This is an optimization exercise on Yosys and OpenROAD, whose aim is small area, a short achievable clock period and few clock cycles per item, not a production implementation.
Where RTL was checked, it was by simulation tests only, not by an equivalence proof against the original.
Power is estimated from default activity; no workload was simulated.

before:
==> flow/design.v <==
module matrix_mem_sequencer #(
  parameter int ADDR_W = 8,
  parameter int DATA_W = 256,
  parameter int RD_LAT = 2
) (
  input  logic              clk,
  input  logic              rst,
  input  logic              start,
  input  logic [ADDR_W-1:0] addr_a,
  input  logic [ADDR_W-1:0] addr_b,
  input  logic [ADDR_W-1:0] addr_c,
  output logic              busy,
  output logic              done,
  output logic [ADDR_W-1:0] ram_addr,
  output logic              ram_wren,
  output logic [DATA_W-1:0] ram_wdata,
  input  logic [DATA_W-1:0] ram_rdata,
  output logic [DATA_W-1:0] mat_a,
  output logic [DATA_W-1:0] mat_b,
  input  logic [DATA_W-1:0] mat_c
);
  localparam int DEPTH = 3;
  logic [ADDR_W-1:0] q_a   [DEPTH];
  logic [ADDR_W-1:0] q_b   [DEPTH];
  logic [ADDR_W-1:0] q_c   [DEPTH];
  logic [DEPTH-1:0]  q_v;
  logic [DEPTH-1:0]  q_ra;    
  logic [DEPTH-1:0]  q_rb;    
  logic [DEPTH-1:0]  q_ab;    
  logic [DEPTH-1:0]  q_fb;    
  logic [DEPTH-1:0]  q_h1b;   
  logic [DEPTH-1:0]  q_h2a;   
  logic [DEPTH-1:0]  q_h2b;   
  logic [DEPTH-1:0]  q_t2, q_t3;
  logic [ADDR_W-1:0] r_lc1, r_lc2;    
  logic              r_lv1, r_lv2;
  logic              r_eval;          
  logic              r_busy;
  logic              r_done;
  logic              r_wren;
  logic [ADDR_W-1:0] r_addr;
  logic              p0_da, p0_db, p1_da, p1_db, p2_da, p2_db;
  logic              sa_c, sa_r, sa_h, sb_c, sb_r, sb_h;
  logic [DATA_W-1:0] r_a, r_b;
  logic [DEPTH-1:0] q_rem;
  assign q_rem = q_ra | q_rb;
  logic rd0, rd1, rd2, isa1, isa2, rdb1, rdb2, rd_en, rd_isa, rd_ab;
  assign isa1 = q_ra[1] && !q_t3[0];
  assign rdb1 = q_rb[1] && !q_h1b[1];
  assign isa2 = q_ra[2] && !q_t2[0] && !q_t3[1] && !q_h2a[2];
  assign rdb2 = q_rb[2] && !q_t3[0] && !q_h2b[2];
  assign rd0  = !r_eval && q_v[0] && q_rem[0];
  assign rd1  = !r_eval && q_v[1] && !q_rem[0] && (isa1 || rdb1);
  assign rd2  = !r_eval && q_v[2] && !q_rem[0] && !q_rem[1] && (isa2 || rdb2);
  assign rd_en  = rd0 || rd1 || rd2;
  assign rd_isa = (rd0 && q_ra[0]) || (rd1 && isa1) || (rd2 && isa2);
  assign rd_ab  = (rd0 && q_ra[0] && q_ab[0]) || (rd1 && isa1 && q_ab[1]) ||
                  (rd2 && isa2 && q_ab[2]);
  logic [ADDR_W-1:0] nx_addr;
  always_comb begin
    if (r_eval)        nx_addr = q_c[0];
    else if (q_rem[0]) nx_addr = q_ra[0] ? q_a[0] : q_b[0];
    else if (q_rem[1]) nx_addr = isa1 ? q_a[1] : q_b[1];
    else               nx_addr = isa2 ? q_a[2] : q_b[2];
  end
  logic             acc;
  logic [DEPTH-1:0] s_v, s_ra, s_rb, s_t2, s_t3;   
  logic [DEPTH-1:0] slot_new;                           
  logic             n_fa, n_fb, n_ab, n_h2a, n_h2b;
  always_comb begin
    for (int i = 0; i < DEPTH; i++) begin
      if (i + 1 < DEPTH) begin
        s_v[i]  = r_eval ? q_v[i+1]  : q_v[i];
        s_ra[i] = r_eval ? q_ra[i+1] : q_ra[i];
        s_rb[i] = r_eval ? q_rb[i+1] : q_rb[i];
        s_t2[i] = r_eval ? q_t2[i+1] : q_t2[i];
        s_t3[i] = r_eval ? q_t3[i+1] : q_t3[i];
      end else begin
        s_v[i]  = !r_eval && q_v[i];
        s_ra[i] = !r_eval && q_ra[i];
        s_rb[i] = !r_eval && q_rb[i];
        s_t2[i] = !r_eval && q_t2[i];
        s_t3[i] = !r_eval && q_t3[i];
      end
    end
    for (int i = 0; i < DEPTH; i++)
      slot_new[i] = !s_v[i] && (i == 0 || s_v[(i == 0) ? 0 : i-1]);
  end
  assign acc   = start && !r_busy;
  assign n_fa  = r_lv1 && (addr_a == r_lc1);
  assign n_fb  = r_lv1 && (addr_b == r_lc1);
  assign n_ab  = (addr_a == addr_b);
  assign n_h2a = r_lv2 && (addr_a == r_lc2);
  assign n_h2b = r_lv2 && (addr_b == r_lc2);
  logic n_near;
  assign n_near = !s_v[1];
  logic e_next;
  assign e_next = r_eval ? (q_v[1] && !q_rem[1] && !q_t2[1])
                         : (q_v[0] && !q_rem[0] && !q_t2[0]);
  logic [DEPTH-1:0] n_v, n_ra, n_rb, n_t2, n_t3, iss;
  always_comb begin
    iss = '0;
    iss[0] = rd0;
    iss[1] = rd1;
    iss[2] = rd2;
    for (int i = 0; i < DEPTH; i++) begin
      n_v[i]  = s_v[i] || (acc && slot_new[i]);
      n_ra[i] = (acc && slot_new[i]) ? !n_fa : (s_ra[i] && !(iss[i] && rd_isa));
      n_rb[i] = (acc && slot_new[i]) ? (!(n_fb && !n_near) && !(n_ab && !n_fa))
                                     : (s_rb[i] && !(iss[i] && !rd_isa));
      n_t3[i] = iss[i];
      n_t2[i] = iss[i] || s_t3[i];
    end
  end
  always_ff @(posedge clk) begin
    if (!rst) begin
      q_v    <= '0;
      q_ra   <= '0;
      q_rb   <= '0;
      q_t2   <= '0;
      q_t3   <= '0;
      r_lv1  <= 1'b0;
      r_lv2  <= 1'b0;
      r_eval <= 1'b0;
      r_busy <= 1'b0;
      r_done <= 1'b0;
      r_wren <= 1'b0;
      p0_da  <= 1'b0; p0_db <= 1'b0;
      p1_da  <= 1'b0; p1_db <= 1'b0;
      p2_da  <= 1'b0; p2_db <= 1'b0;
      sa_c   <= 1'b0; sa_r  <= 1'b0; sa_h <= 1'b1;
      sb_c   <= 1'b0; sb_r  <= 1'b0; sb_h <= 1'b1;
    end else begin
      q_v    <= n_v;
      q_ra   <= n_ra;
      q_rb   <= n_rb;
      q_t2   <= n_t2;
      q_t3   <= n_t3;
      if (acc) begin
        r_lv1 <= 1'b1;
        r_lv2 <= r_lv1;
      end
      r_eval <= e_next;
      r_busy <= n_v[DEPTH-1] && !e_next;
      r_done <= r_eval;
      r_wren <= r_eval;
      p0_da  <= rd_en && rd_isa;
      p0_db  <= rd_en && (!rd_isa || rd_ab);
      p1_da  <= p0_da; p1_db <= p0_db;
      p2_da  <= p1_da; p2_db <= p1_db;
      sa_c   <= e_next;
      sa_r   <= p1_da;
      sa_h   <= !e_next && !p1_da;
      sb_c   <= e_next && (r_eval ? (q_v[2] && q_fb[2]) : (q_v[1] && q_fb[1]));
      sb_r   <= p1_db;
      sb_h   <= !(e_next && (r_eval ? (q_v[2] && q_fb[2]) : (q_v[1] && q_fb[1]))) && !p1_db;
    end
  end
  always_ff @(posedge clk) begin
    if (acc) begin
      r_lc1 <= addr_c;
      r_lc2 <= r_lc1;
    end
    for (int i = 0; i < DEPTH; i++) begin
      if (acc && slot_new[i]) begin
        q_a[i]   <= addr_a;
        q_b[i]   <= addr_b;
        q_c[i]   <= addr_c;
        q_ab[i]  <= n_ab && !n_fa;
        q_fb[i]  <= n_fb && !n_near;
        q_h1b[i] <= n_fb && n_near;
        q_h2a[i] <= n_h2a;
        q_h2b[i] <= n_h2b;
      end else if (r_eval) begin
        if (i + 1 < DEPTH) begin
          q_a[i]   <= q_a[i+1];
          q_b[i]   <= q_b[i+1];
          q_c[i]   <= q_c[i+1];
          q_ab[i]  <= q_ab[i+1];
          q_fb[i]  <= q_fb[i+1];
          q_h1b[i] <= q_h1b[i+1];
          q_h2a[i] <= q_h2a[i+1];
          q_h2b[i] <= q_h2b[i+1];
        end else begin
          q_fb[i]  <= 1'b0;
        end
      end
    end
    r_addr <= nx_addr;
  end
  always_ff @(posedge clk) begin
    r_a <= ({DATA_W{sa_c}} & mat_c) | ({DATA_W{sa_r}} & ram_rdata) | ({DATA_W{sa_h}} & r_a);
    r_b <= ({DATA_W{sb_c}} & mat_c) | ({DATA_W{sb_r}} & ram_rdata) | ({DATA_W{sb_h}} & r_b);
  end
  assign busy      = r_busy;
  assign done      = r_done;
  assign ram_addr  = r_addr;
  assign ram_wren  = r_wren;
  assign ram_wdata = r_a;
  assign mat_a     = r_a;
  assign mat_b     = r_b;
endmodule
==> flow/config.mk <==
export PLATFORM = sky130hd
export DESIGN_NAME = matrix_mem_sequencer
export DESIGN_NICKNAME = matrix_mem_sequencer
export VERILOG_FILES = /design/flow/design.v
export SDC_FILE = /design/flow/constraint.sdc
export NUM_CORES = 4
export LEC_CHECK = 0
export CAP_MARGIN = 20
export CORE_AREA = 3 3 317 317
export DIE_AREA = 0 0 320 320
export SETUP_SLACK_MARGIN = 1.5
export SLEW_MARGIN = 20
==> flow/constraint.sdc <==
create_clock -name core_clock -period 3.5 [get_ports {clk}]
set_input_delay 0.7000 -clock core_clock [delete_from_list [all_inputs] [get_ports {clk}]]
set_output_delay 0.7000 -clock core_clock [all_outputs]
set_load 0.01 [all_outputs]
standard.sh (not shown) runs the stock make flow with config.mk's settings and CLKGATE_MAP_FILE= SYNTH_SCRIPT=/design/flow/synth_recipe.tcl, a recipe that flattens the netlist after the stock synthesis.
==> flow/flow/run.sh <==
#!/bin/bash
# Standard ORFS layout with small port buffers (buf_1 on inputs and on
# outputs) and the five datapath pins of each bit placed side by side.
# make's full output goes to standard_flow.log; each ORFS step also keeps its
# own log under orfs/logs.
set -euo pipefail
W=$(pwd)
export PRE_GLOBAL_PLACE_TCL=$W/flow/bufports.tcl
export POST_GLOBAL_PLACE_TCL=$W/flow/unbuf.tcl
export BUFFER_PORTS_ARGS="-outputs -buffer_cell sky130_fd_sc_hd__buf_1"
args="-min_distance 1 -min_distance_in_tracks"
for i in $(seq 0 255); do
  args="$args -group_pins {mat_c[$i] ram_rdata[$i] mat_a[$i] ram_wdata[$i] mat_b[$i]}"
done
export PLACE_PINS_ARGS="$args"
export CTS_ARGS="-sink_clustering_enable -repair_clock_nets -sink_clustering_size 22 -sink_clustering_max_diameter 80 -balance_levels"
# The platform's don't-use list plus a222oi: that cell packs six inputs into
# a small cell and leaves the datapath's pins too crowded to route.
DU=$(awk '/^export DONT_USE_CELLS \+=/{f=1; next} f{c=/\\$/; gsub(/\\/,""); printf "%s ", $0; if (!c) exit}' $FLOW_HOME/platforms/sky130hd/config.mk)
DU="$(echo $DU) sky130_fd_sc_hd__a222oi_1"
echo "DONT_USE_CELLS=$DU" > $W/dont_use.log
bash standard.sh "DONT_USE_CELLS=$DU" finish > $W/standard_flow.log 2>&1
==> flow/flow/bufports.tcl <==
# Input ports get a small buffer here; the standard flow's buffer_ports call (BUFFER_PORTS_ARGS)
# buffers the outputs. dont_touch keeps remove_buffers from taking the input
# buffers out again before placement.
buffer_ports -inputs -buffer_cell sky130_fd_sc_hd__buf_1
foreach inst [get_cells input*] { set_dont_touch $inst }
==> flow/flow/unbuf.tcl <==
# The input buffers were dont_touch only to survive remove_buffers; clear it
# so later steps treat them like any cell, and tie their supply pins with the
# platform's global connections.
foreach inst [get_cells input*] { unset_dont_touch $inst }
global_connect
Testbench counts of before, summed over its fixed seeds: cycles 8,227, items 3,200.
Changes in after relative to before:
-- flow/design.v --
<<< before, line 157
    end
  end
  always_ff @(posedge clk) begin
    if (acc) begin
>>> after, line 157
    end
  end
  logic [DEPTH-1:0] pl_new, pl_shift, pl_hold;
  always_comb begin
    for (int i = 0; i < DEPTH; i++) begin
      pl_new[i]   = acc && slot_new[i];
      pl_shift[i] = r_eval && !pl_new[i];
      pl_hold[i]  = !r_eval && !pl_new[i];
    end
  end
  always_ff @(posedge clk) begin
    if (acc) begin
<<< before, line 162
      r_lc2 <= r_lc1;
    end
    for (int i = 0; i < DEPTH; i++) begin
      if (acc && slot_new[i]) begin
        q_a[i]   <= addr_a;
        q_b[i]   <= addr_b;
        q_c[i]   <= addr_c;
        q_ab[i]  <= n_ab && !n_fa;
        q_fb[i]  <= n_fb && !n_near;
        q_h1b[i] <= n_fb && n_near;
        q_h2a[i] <= n_h2a;
        q_h2b[i] <= n_h2b;
      end else if (r_eval) begin
        if (i + 1 < DEPTH) begin
          q_a[i]   <= q_a[i+1];
          q_b[i]   <= q_b[i+1];
          q_c[i]   <= q_c[i+1];
          q_ab[i]  <= q_ab[i+1];
          q_fb[i]  <= q_fb[i+1];
          q_h1b[i] <= q_h1b[i+1];
          q_h2a[i] <= q_h2a[i+1];
          q_h2b[i] <= q_h2b[i+1];
        end else begin
          q_fb[i]  <= 1'b0;
        end
      end
    end
    r_addr <= nx_addr;
>>> after, line 170
      r_lc2 <= r_lc1;
    end
    for (int i = 0; i + 1 < DEPTH; i++) begin
      q_a[i]   <= ({ADDR_W{pl_new[i]}} & addr_a) | ({ADDR_W{pl_shift[i]}} & q_a[i+1]) |
                  ({ADDR_W{pl_hold[i]}} & q_a[i]);
      q_b[i]   <= ({ADDR_W{pl_new[i]}} & addr_b) | ({ADDR_W{pl_shift[i]}} & q_b[i+1]) |
                  ({ADDR_W{pl_hold[i]}} & q_b[i]);
      q_c[i]   <= ({ADDR_W{pl_new[i]}} & addr_c) | ({ADDR_W{pl_shift[i]}} & q_c[i+1]) |
                  ({ADDR_W{pl_hold[i]}} & q_c[i]);
      q_ab[i]  <= (pl_new[i] && n_ab && !n_fa) || (pl_shift[i] && q_ab[i+1]) || (pl_hold[i] && q_ab[i]);
      q_fb[i]  <= (pl_new[i] && n_fb && !n_near) || (pl_shift[i] && q_fb[i+1]) || (pl_hold[i] && q_fb[i]);
      q_h1b[i] <= (pl_new[i] && n_fb && n_near) || (pl_shift[i] && q_h1b[i+1]) || (pl_hold[i] && q_h1b[i]);
      q_h2a[i] <= (pl_new[i] && n_h2a) || (pl_shift[i] && q_h2a[i+1]) || (pl_hold[i] && q_h2a[i]);
      q_h2b[i] <= (pl_new[i] && n_h2b) || (pl_shift[i] && q_h2b[i+1]) || (pl_hold[i] && q_h2b[i]);
    end
    if (pl_new[DEPTH-1]) begin
      q_a[DEPTH-1]   <= addr_a;
      q_b[DEPTH-1]   <= addr_b;
      q_c[DEPTH-1]   <= addr_c;
      q_ab[DEPTH-1]  <= n_ab && !n_fa;
      q_fb[DEPTH-1]  <= n_fb && !n_near;
      q_h1b[DEPTH-1] <= n_fb && n_near;
      q_h2a[DEPTH-1] <= n_h2a;
      q_h2b[DEPTH-1] <= n_h2b;
    end else if (r_eval) begin
      q_fb[DEPTH-1]  <= 1'b0;
    end
    r_addr <= nx_addr;
## What came out
Relative to before, part of the total power dissipated in the clock network decreased by 0.3 points in after. Of after and before, it is after that has the higher worst-margin pin slew. Initial antenna violation count (lower): after. Compared with before, after improves setup slack. Area of the mapped netlist on after is down relative to before. after consumes less power than before does.
The RTL of after was laid out without a check of its function.

-- re-timing with driven ports --
The flow's constraints put no driver on any port. The routed layouts listed below were extracted and timed again, unchanged, in two steps. Step 1 (the two cells are an assumption about what drives the block):
set clk [get_ports {clk}]
set_driving_cell -lib_cell sky130_fd_sc_hd__clkbuf_16 $clk
set_driving_cell -lib_cell sky130_fd_sc_hd__buf_2 [delete_from_list [all_inputs] $clk]
Step 2 moves the port delays by t, midway between the first and last clock arrival at a register: inputs arrive t later, outputs are due t later. That takes back most of the time a late clock gives input paths. a / b / c = ideal ports / drivers / drivers and shift; a / b = the first two.
run	t (ns)	slack for setup (ns)	pins driven straight from the clock port
before	0.657	1.549 / 1.488 / 1.118	1
after	0.657	1.568 / 1.500 / 1.188	1
After both steps setup and hold are still met in every run listed. The setup slack of before, which loses most, moves by -0.061 ns with the drivers and by -0.431 ns with both steps.
